Source: an optimization exercise on an open RTL-to-GDS flow (aim: small area). Production flows keep margins and buffers that such runs may drop. Where RTL was checked, it was by simulation tests only, not by an equivalence proof against the original. Power figures rest on the tool's default switching activity, not on a simulated workload.

==> inputs of violet <==
Design caravel_mem_selftest, start of the top module:
module caravel_mem_selftest #(
   parameter int ADDR_W = 6,
   parameter int HOLD   = 4
) (
   input  logic        clock,
   input  logic        reset,
   input  logic        start,
   input  logic        inject_fault,
   input  logic        upset_en,
   input  logic [ADDR_W-1:0] upset_addr,
   input  logic [4:0]  upset_bit,
   output logic [15:0] checkbits,
   output logic        done,
   output logic        pass
);
   localparam int N     = 2 ** ADDR_W;
   localparam int CNT_W = ADDR_W + 3;
   logic ph_w_q, ph_h_q, ph_b_q;    
   logic fin_q;                     
   logic ok_q;                      
   logic rd_q;                      
   logic [CNT_W-1:0] cnt_q;
   logic up_q, b0_q;                
   logic act, wr, rdst, mismatch, last_wr, last_rd, hold_end;
   assign act      = ph_w_q | ph_h_q | ph_b_q;
   assign wr       = act & ~fin_q & ~rd_q;
   assign rdst     = act & ~fin_q & rd_q;
   assign mismatch = up_q | (b0_q ^ inject_fault);
   assign last_wr  = ph_w_q ? (cnt_q[ADDR_W-1:0] == '1) :
                     ph_h_q ? (cnt_q[ADDR_W:0] == '1) : (cnt_q[ADDR_W+1:0] == '1);
   assign last_rd  = ph_w_q ? cnt_q[ADDR_W] : ph_h_q ? cnt_q[ADDR_W+1] : cnt_q[ADDR_W+2];
   assign hold_end = (cnt_q[1:0] == 2'(HOLD - 1));
   always_ff @(posedge clock) begin
      if (reset) begin
         ph_w_q <= 1'b0;
         ph_h_q <= 1'b0;
         ph_b_q <= 1'b0;
         fin_q  <= 1'b0;
         ok_q   <= 1'b0;
         rd_q   <= 1'b0;
         cnt_q  <= '0;
      end else if (!act) begin
         cnt_q <= '0;
         if (start) ph_w_q <= 1'b1;
      end else if (wr) begin
         if (last_wr) begin
            rd_q  <= 1'b1;
            cnt_q <= '0;
         end else begin
            cnt_q <= cnt_q + CNT_W'(1);
         end
      end else if (rdst) begin
         if (cnt_q != '0 && mismatch) begin
            fin_q <= 1'b1;
            cnt_q <= '0;
         end else if (last_rd) begin
            fin_q <= 1'b1;
            ok_q  <= 1'b1;
            cnt_q <= '0;
         end else begin
  ...
==> module caravel_mem_selftest, before the edit <==
module caravel_mem_selftest #(
   parameter int ADDR_W = 6,
   parameter int HOLD   = 4
) (
   input  logic        clock,
   input  logic        reset,
   input  logic        start,
   input  logic        inject_fault,
   input  logic        upset_en,
   input  logic [ADDR_W-1:0] upset_addr,
   input  logic [4:0]  upset_bit,
   output logic [15:0] checkbits,
   output logic        done,
   output logic        pass
);
   localparam int N     = 2 ** ADDR_W;
   localparam int CNT_W = ADDR_W + 3;
   logic ph_w_q, ph_h_q, ph_b_q;    
   logic fin_q;                     
   logic ok_q;                      
   logic rd_q;                      
   logic [CNT_W-1:0] cnt_q;
   logic up_q, b0_q;                
   logic act, wr, rdst, mismatch, last_wr, last_rd, hold_end;
   assign act      = ph_w_q | ph_h_q | ph_b_q;
   assign wr       = act & ~fin_q & ~rd_q;
   assign rdst     = act & ~fin_q & rd_q;
   assign mismatch = up_q | (b0_q ^ inject_fault);
   assign last_wr  = ph_w_q ? (cnt_q[ADDR_W-1:0] == '1) :
                     ph_h_q ? (cnt_q[ADDR_W:0] == '1) : (cnt_q[ADDR_W+1:0] == '1);
   assign last_rd  = ph_w_q ? cnt_q[ADDR_W] : ph_h_q ? cnt_q[ADDR_W+1] : cnt_q[ADDR_W+2];
   assign hold_end = (cnt_q[1:0] == 2'(HOLD - 1));
   always_ff @(posedge clock) begin
      if (reset) begin
         ph_w_q <= 1'b0;
         ph_h_q <= 1'b0;
         ph_b_q <= 1'b0;
         fin_q  <= 1'b0;
         ok_q   <= 1'b0;
         rd_q   <= 1'b0;
         cnt_q  <= '0;
      end else if (!act) begin
         cnt_q <= '0;
         if (start) ph_w_q <= 1'b1;
      end else if (wr) begin
         if (last_wr) begin
            rd_q  <= 1'b1;
            cnt_q <= '0;
         end else begin
            cnt_q <= cnt_q + CNT_W'(1);
         end
      end else if (rdst) begin
         if (cnt_q != '0 && mismatch) begin
            fin_q <= 1'b1;
            cnt_q <= '0;
         end else if (last_rd) begin
            fin_q <= 1'b1;
            ok_q  <= 1'b1;
            cnt_q <= '0;
         end else begin
            cnt_q <= cnt_q + CNT_W'(1);
         end
      end else if (ok_q && !ph_b_q) begin
         if (hold_end) begin
            ph_w_q <= 1'b0;
            ph_h_q <= ph_w_q;
            ph_b_q <= ph_h_q;
            fin_q  <= 1'b0;
            ok_q   <= 1'b0;
            rd_q   <= 1'b0;
            cnt_q  <= '0;
         end else begin
            cnt_q <= cnt_q + CNT_W'(1);
         end
      end
   end
   assign checkbits = {act, 1'b0, act, 1'b0, fin_q, 1'b0, fin_q, fin_q,
                       1'b0, ph_w_q, ph_h_q, ph_b_q, 3'b000, ok_q};
   assign done      = fin_q & (~ok_q | ph_b_q);
   assign pass      = fin_q & ok_q & ph_b_q;
   logic [ADDR_W-1:0] row;
   logic [3:0]        lanes;
   assign row   = ph_w_q ? cnt_q[ADDR_W-1:0] : ph_h_q ? cnt_q[ADDR_W:1] : cnt_q[ADDR_W+1:2];
   assign lanes = ph_w_q ? 4'hF : ph_h_q ? (cnt_q[0] ? 4'hC : 4'h3) : (4'b0001 << cnt_q[1:0]);
   logic [N*32-1:0] m_q;
   logic [N-1:0] rsel, usel;
   always_comb begin
      for (int a = 0; a < N; a++) begin
         rsel[a] = (row == ADDR_W'(a));
         usel[a] = upset_en && (upset_addr == ADDR_W'(a));
      end
   end
   logic [31:0] ucol;
   always_comb for (int b = 0; b < 32; b++) ucol[b] = (upset_bit == 5'(b));
   logic [4*N-1:0] keep;
   always_comb begin
      for (int a = 0; a < N; a++)
         for (int l = 0; l < 4; l++)
            keep[4*a+l] = ~(wr & rsel[a] & lanes[l]);
   end
   caravel_mem_selftest_array #(.N(N)) u_array (
      .clock(clock), .keep(keep), .urow(usel), .ucol(ucol), .q(m_q)
   );
   logic [3:0] rz, rb;
   always_comb begin
      rz = '0;
      rb = '0;
      for (int a = 0; a < N; a++) begin
         for (int l = 0; l < 4; l++) begin
            rz[l] = rz[l] | (rsel[a] & (|m_q[32*a+8*l+1 +: 7]));
            rb[l] = rb[l] | (rsel[a] & m_q[32*a+8*l]);
         end
      end
   end
   always_ff @(posedge clock) begin
      if (ph_w_q) begin
         b0_q <= rb[0];
         up_q <= |rz | rb[1] | rb[2] | rb[3];
      end else if (ph_h_q) begin
         b0_q <= cnt_q[0] ? rb[2] : rb[0];
         up_q <= cnt_q[0] ? (rz[2] | rz[3] | rb[3]) : (rz[0] | rz[1] | rb[1]);
      end else begin
         b0_q <= rb[cnt_q[1:0]];
         up_q <= rz[cnt_q[1:0]];
      end
   end
endmodule
==> module caravel_mem_selftest_array, before the edit <==
module caravel_mem_selftest_array #(
   parameter int N = 64
) (
   input  logic            clock,
   input  logic [4*N-1:0]  keep,
   input  logic [N-1:0]    urow,
   input  logic [31:0]     ucol,
   output logic [N*32-1:0] q
);
   always_ff @(posedge clock) begin
      for (int a = 0; a < N; a++)
         for (int b = 0; b < 32; b++)
            q[32*a+b] <= (q[32*a+b] & keep[4*a+b/8]) ^ (urow[a] & ucol[b]);
   end
endmodule
Settings: LEC_CHECK=0, CAP_MARGIN=20, CORE_MARGIN=2, CORE_UTILIZATION=60, PLACE_DENSITY=0.7, SLEW_MARGIN=20; clock period 10.0 ns.
run.sh (not shown) runs the stock make flow with config.mk's settings and CLKGATE_MAP_FILE= SYNTH_SCRIPT=/design/flow/synth_recipe.tcl, a recipe that flattens the netlist after the stock synthesis.
==> fjord (differences from violet) <==
--- a/flow/design.v
+++ b/flow/design.v
@@ -79,38 +79,58 @@
    assign done      = fin_q & (~ok_q | ph_b_q);
    assign pass      = fin_q & ok_q & ph_b_q;
    logic [ADDR_W-1:0] row;
-   logic [3:0]        lanes;
-   assign row   = ph_w_q ? cnt_q[ADDR_W-1:0] : ph_h_q ? cnt_q[ADDR_W:1] : cnt_q[ADDR_W+1:2];
-   assign lanes = ph_w_q ? 4'hF : ph_h_q ? (cnt_q[0] ? 4'hC : 4'h3) : (4'b0001 << cnt_q[1:0]);
-   logic [N*32-1:0] m_q;
-   logic [N-1:0] rsel, usel;
+   logic [3:0]        lanes, wlanesn;
+   assign row     = ph_w_q ? cnt_q[ADDR_W-1:0] : ph_h_q ? cnt_q[ADDR_W:1] : cnt_q[ADDR_W+1:2];
+   assign lanes   = ph_w_q ? 4'hF : ph_h_q ? (cnt_q[0] ? 4'hC : 4'h3) : (4'b0001 << cnt_q[1:0]);
+   assign wlanesn = ~(lanes & {4{wr}});
+   logic [N-1:0] rsel, rseln, usel, useln;
+   logic [31:0]  ucol;
    always_comb begin
       for (int a = 0; a < N; a++) begin
-         rsel[a] = (row == ADDR_W'(a));
-         usel[a] = upset_en && (upset_addr == ADDR_W'(a));
-      end
-   end
-   logic [31:0] ucol;
-   always_comb for (int b = 0; b < 32; b++) ucol[b] = (upset_bit == 5'(b));
-   logic [4*N-1:0] keep;
-   always_comb begin
-      for (int a = 0; a < N; a++)
-         for (int l = 0; l < 4; l++)
-            keep[4*a+l] = ~(wr & rsel[a] & lanes[l]);
+         rsel[a]  = (row == ADDR_W'(a));
+         rseln[a] = ~rsel[a];
+         usel[a]  = upset_en && (upset_addr == ADDR_W'(a));
+         useln[a] = ~usel[a];
+      end
+      for (int b = 0; b < 32; b++) ucol[b] = (upset_bit == 5'(b));
+   end
+   logic [4*N-1:0] clr;
+   for (genvar a = 0; a < N; a++) begin : g_clr
+      for (genvar l = 0; l < 4; l++) begin : g_lane
+         caravel_mem_selftest_o21ai u_clr (
+            .a1(rseln[a]), .a2(wlanesn[l]), .b1(useln[a]), .y(clr[4*a+l])
+         );
+      end
+   end
+   logic [N*32-1:0] n_q;
+   logic [31:0]     uxn;
+   logic [3:0]      ukeep;
+   assign ukeep = ~(~wlanesn & {4{row == upset_addr}});
+   for (genvar b = 0; b < 32; b++) begin : g_ucol
+      logic [N-1:0] col;
+      logic [1:0]   part;
+      for (genvar a = 0; a < N; a++) begin : g_row
+         assign col[a] = n_q[32*a+b];
+      end
+      caravel_mem_selftest_or64 u_or (.s(usel), .d(col), .yn(part));
+      assign uxn[b] = ~((part[0] & part[1] & ukeep[b/8]) ^ ucol[b]);
    end
    caravel_mem_selftest_array #(.N(N)) u_array (
-      .clock(clock), .keep(keep), .urow(usel), .ucol(ucol), .q(m_q)
+      .clock(clock), .clr(clr), .loadn(useln), .xn(uxn), .q(n_q)
    );
    logic [3:0] rz, rb;
-   always_comb begin
-      rz = '0;
-      rb = '0;
-      for (int a = 0; a < N; a++) begin
-         for (int l = 0; l < 4; l++) begin
-            rz[l] = rz[l] | (rsel[a] & (|m_q[32*a+8*l+1 +: 7]));
-            rb[l] = rb[l] | (rsel[a] & m_q[32*a+8*l]);
-         end
-      end
+   for (genvar l = 0; l < 4; l++) begin : g_rlane
+      logic [N-1:0] b0col, nzn;
+      logic [1:0]   part;
+      for (genvar a = 0; a < N; a++) begin : g_row
+         assign b0col[a] = n_q[32*a+8*l];
+         caravel_mem_selftest_bytenz u_nz (
+            .n(n_q[32*a+8*l+1 +: 7]), .sel(rsel[a]), .yn(nzn[a])
+         );
+      end
+      caravel_mem_selftest_or64 u_or (.s(rsel), .d(b0col), .yn(part));
+      assign rb[l] = part[0] & part[1];
+      assign rz[l] = ~(&nzn);
    end
    always_ff @(posedge clock) begin
       if (ph_w_q) begin
@@ -129,14 +149,74 @@
    parameter int N = 64
 ) (
    input  logic            clock,
-   input  logic [4*N-1:0]  keep,
-   input  logic [N-1:0]    urow,
-   input  logic [31:0]     ucol,
+   input  logic [4*N-1:0]  clr,
+   input  logic [N-1:0]    loadn,
+   input  logic [31:0]     xn,
    output logic [N*32-1:0] q
 );
-   always_ff @(posedge clock) begin
-      for (int a = 0; a < N; a++)
-         for (int b = 0; b < 32; b++)
-            q[32*a+b] <= (q[32*a+b] & keep[4*a+b/8]) ^ (urow[a] & ucol[b]);
-   end
-endmodule
+   logic [N*32-1:0] d;
+   for (genvar a = 0; a < N; a++) begin : g_row
+      for (genvar b = 0; b < 32; b++) begin : g_bit
+         caravel_mem_selftest_o22a u_d (
+            .a1(q[32*a+b]), .a2(clr[4*a+b/8]), .b1(xn[b]), .b2(loadn[a]), .y(d[32*a+b])
+         );
+      end
+   end
+   always_ff @(posedge clock) q <= d;
+endmodule
+module caravel_mem_selftest_or64 (
+   input  logic [63:0] s,
+   input  logic [63:0] d,
+   output logic [1:0]  yn
+);
+   logic [21:0] g;
+   for (genvar j = 0; j < 21; j++) begin : g_aoi
+      caravel_mem_selftest_a222oi u_aoi (
+         .a1(s[3*j]), .a2(d[3*j]), .b1(s[3*j+1]), .b2(d[3*j+1]),
+         .c1(s[3*j+2]), .c2(d[3*j+2]), .y(g[j])
+      );
+   end
+   assign g[21] = ~(s[63] & d[63]);
+   assign yn[0] = &g[10:0];
+   assign yn[1] = &g[21:11];
+endmodule
+module caravel_mem_selftest_bytenz (
+   input  logic [6:0] n,
+   input  logic       sel,
+   output logic       yn
+);
+   logic p0, p1;
+   caravel_mem_selftest_nand4 u_p0 (.a(n[3:0]), .y(p0));
+   caravel_mem_selftest_nand3 u_p1 (.a(n[6:4]), .y(p1));
+   caravel_mem_selftest_o21ai u_y (.a1(p0), .a2(p1), .b1(sel), .y(yn));
+endmodule
+module caravel_mem_selftest_o22a (
+   input logic a1, a2, b1, b2,
+   output logic y
+);
+   assign y = (a1 | a2) & (b1 | b2);
+endmodule
+module caravel_mem_selftest_a222oi (
+   input logic a1, a2, b1, b2, c1, c2,
+   output logic y
+);
+   assign y = ~((a1 & a2) | (b1 & b2) | (c1 & c2));
+endmodule
+module caravel_mem_selftest_o21ai (
+   input logic a1, a2, b1,
+   output logic y
+);
+   assign y = ~((a1 | a2) & b1);
+endmodule
+module caravel_mem_selftest_nand4 (
+   input logic [3:0] a,
+   output logic y
+);
+   assign y = ~(&a);
+endmodule
+module caravel_mem_selftest_nand3 (
+   input logic [2:0] a,
+   output logic y
+);
+   assign y = ~(&a);
+endmodule
==> flow/flow/run.sh (new file) <==
#!/bin/bash
set -euo pipefail
export CTS_ARGS="-sink_clustering_enable -repair_clock_nets -sink_clustering_size 16 -sink_clustering_max_diameter 70 -buf_list sky130_fd_sc_hd__clkbuf_8 -dont_use_dummy_load"
bash standard.sh > standard_flow.log 2>&1
==> flow/standard.sh (new file) <==
#!/bin/bash
# synth_recipe.tcl (not shown) runs the flow's synth.tcl, then flattens the netlist and writes it again
# the make line also repeats each setting of config.mk as NAME=value (left out here)
make -C /OpenROAD-flow-scripts/flow DESIGN_CONFIG=/design/flow/config.mk WORK_HOME=/design/flow/orfs CLKGATE_MAP_FILE= SYNTH_SCRIPT=/design/flow/synth_recipe.tcl "${@:-finish}"
--- a/flow/config.mk
+++ b/flow/config.mk
@@ -7,6 +7,11 @@
 export LEC_CHECK = 0
 export CAP_MARGIN = 20
 export CORE_MARGIN = 2
-export CORE_UTILIZATION = 60
+export CORE_UTILIZATION = 45
+export CTS_BUF_LIST = sky130_fd_sc_hd__clkbuf_8
+export CTS_CLUSTER_DIAMETER = 70
+export CTS_CLUSTER_SIZE = 16
 export PLACE_DENSITY = 0.7
 export SLEW_MARGIN = 20
+export SYNTH_HIERARCHICAL = 1
+export SYNTH_MINIMUM_KEEP_SIZE = 0
removed: flow/run.sh
==> comparison <==
Wire length: violet is lower than fjord (13%).
In fjord the fmax is smaller than in violet, by about 28%.
Against violet, the core utilization of fjord is lower by 17 points.
Of violet and fjord, violet has the higher global-route usage (gap 3.1 points).
Clock power: fjord is lower than violet (49%).
Of violet and fjord, violet has the higher cell count (gap 29%, measured against fjord).
==> figures <==
Clock power frac: fjord 0.206; violet 0.466
Min-Delay Path Depth: fjord 1; violet 2
Worst setup path startpoint: fjord upset_addr[4]; violet ph_w_q
Smallest hold slack: fjord 505 ps; violet 467 ps
Min-Delay Endpoint: fjord u_array.q[382]; violet u_array.q[742]
Transition time of the tightest slew-check pin: fjord 1350 ps; violet 1350 ps
Setup WS pre-CTS: fjord 1860 ps; violet 4560 ps
Total global-route track usage: fjord 0.387; violet 0.418
Xor/xnor cell area share of the yosys netlist: fjord 0.00469; violet 0.206
Clk latency of the worst-skew pair: fjord 970 ps; violet 870 ps
Run status: fjord finished clean; violet finished clean
Layout fillers: fjord 15900; violet 11800
Most common library cell in the layout ignoring fill and taps: fjord dfxtp_1; violet nand2_1
CP startpoint kind: fjord input pin; violet flip-flop
No functional check of the RTL was part of violet.

[separate check: timing with driven ports]
The flow's constraints put no driver on any port. The routed layouts listed below were extracted and timed again, unchanged, in two steps.
Step 1: set_driving_cell puts a clkbuf_16 on clock and a buf_2 on each other input, an assumption about the parent block.
Step 2 also shifts input and output timing later by t, the mid clock arrival at the registers, as if the neighbouring blocks saw the same clock.
Slacks: ideal / step 1 / step 2; pairs: ideal / step 1.
run	shift t [ns]	setup WS [ns]	worst setup path after step 2	clock arrival spread, ns	worst data-port slew with drivers (ns)
violet	0.927	4.274 / 4.274 / 4.274	register to register	0.048 / 0.047	0.04
fjord	0.996	2.055 / 2.097 / 1.101	input to register	0.143 / 0.143	0.07
After both steps every run listed still meets setup and hold. For fjord, which loses most, drivers alone change the setup slack by +0.042 ns; drivers and shift together by -0.954 ns.
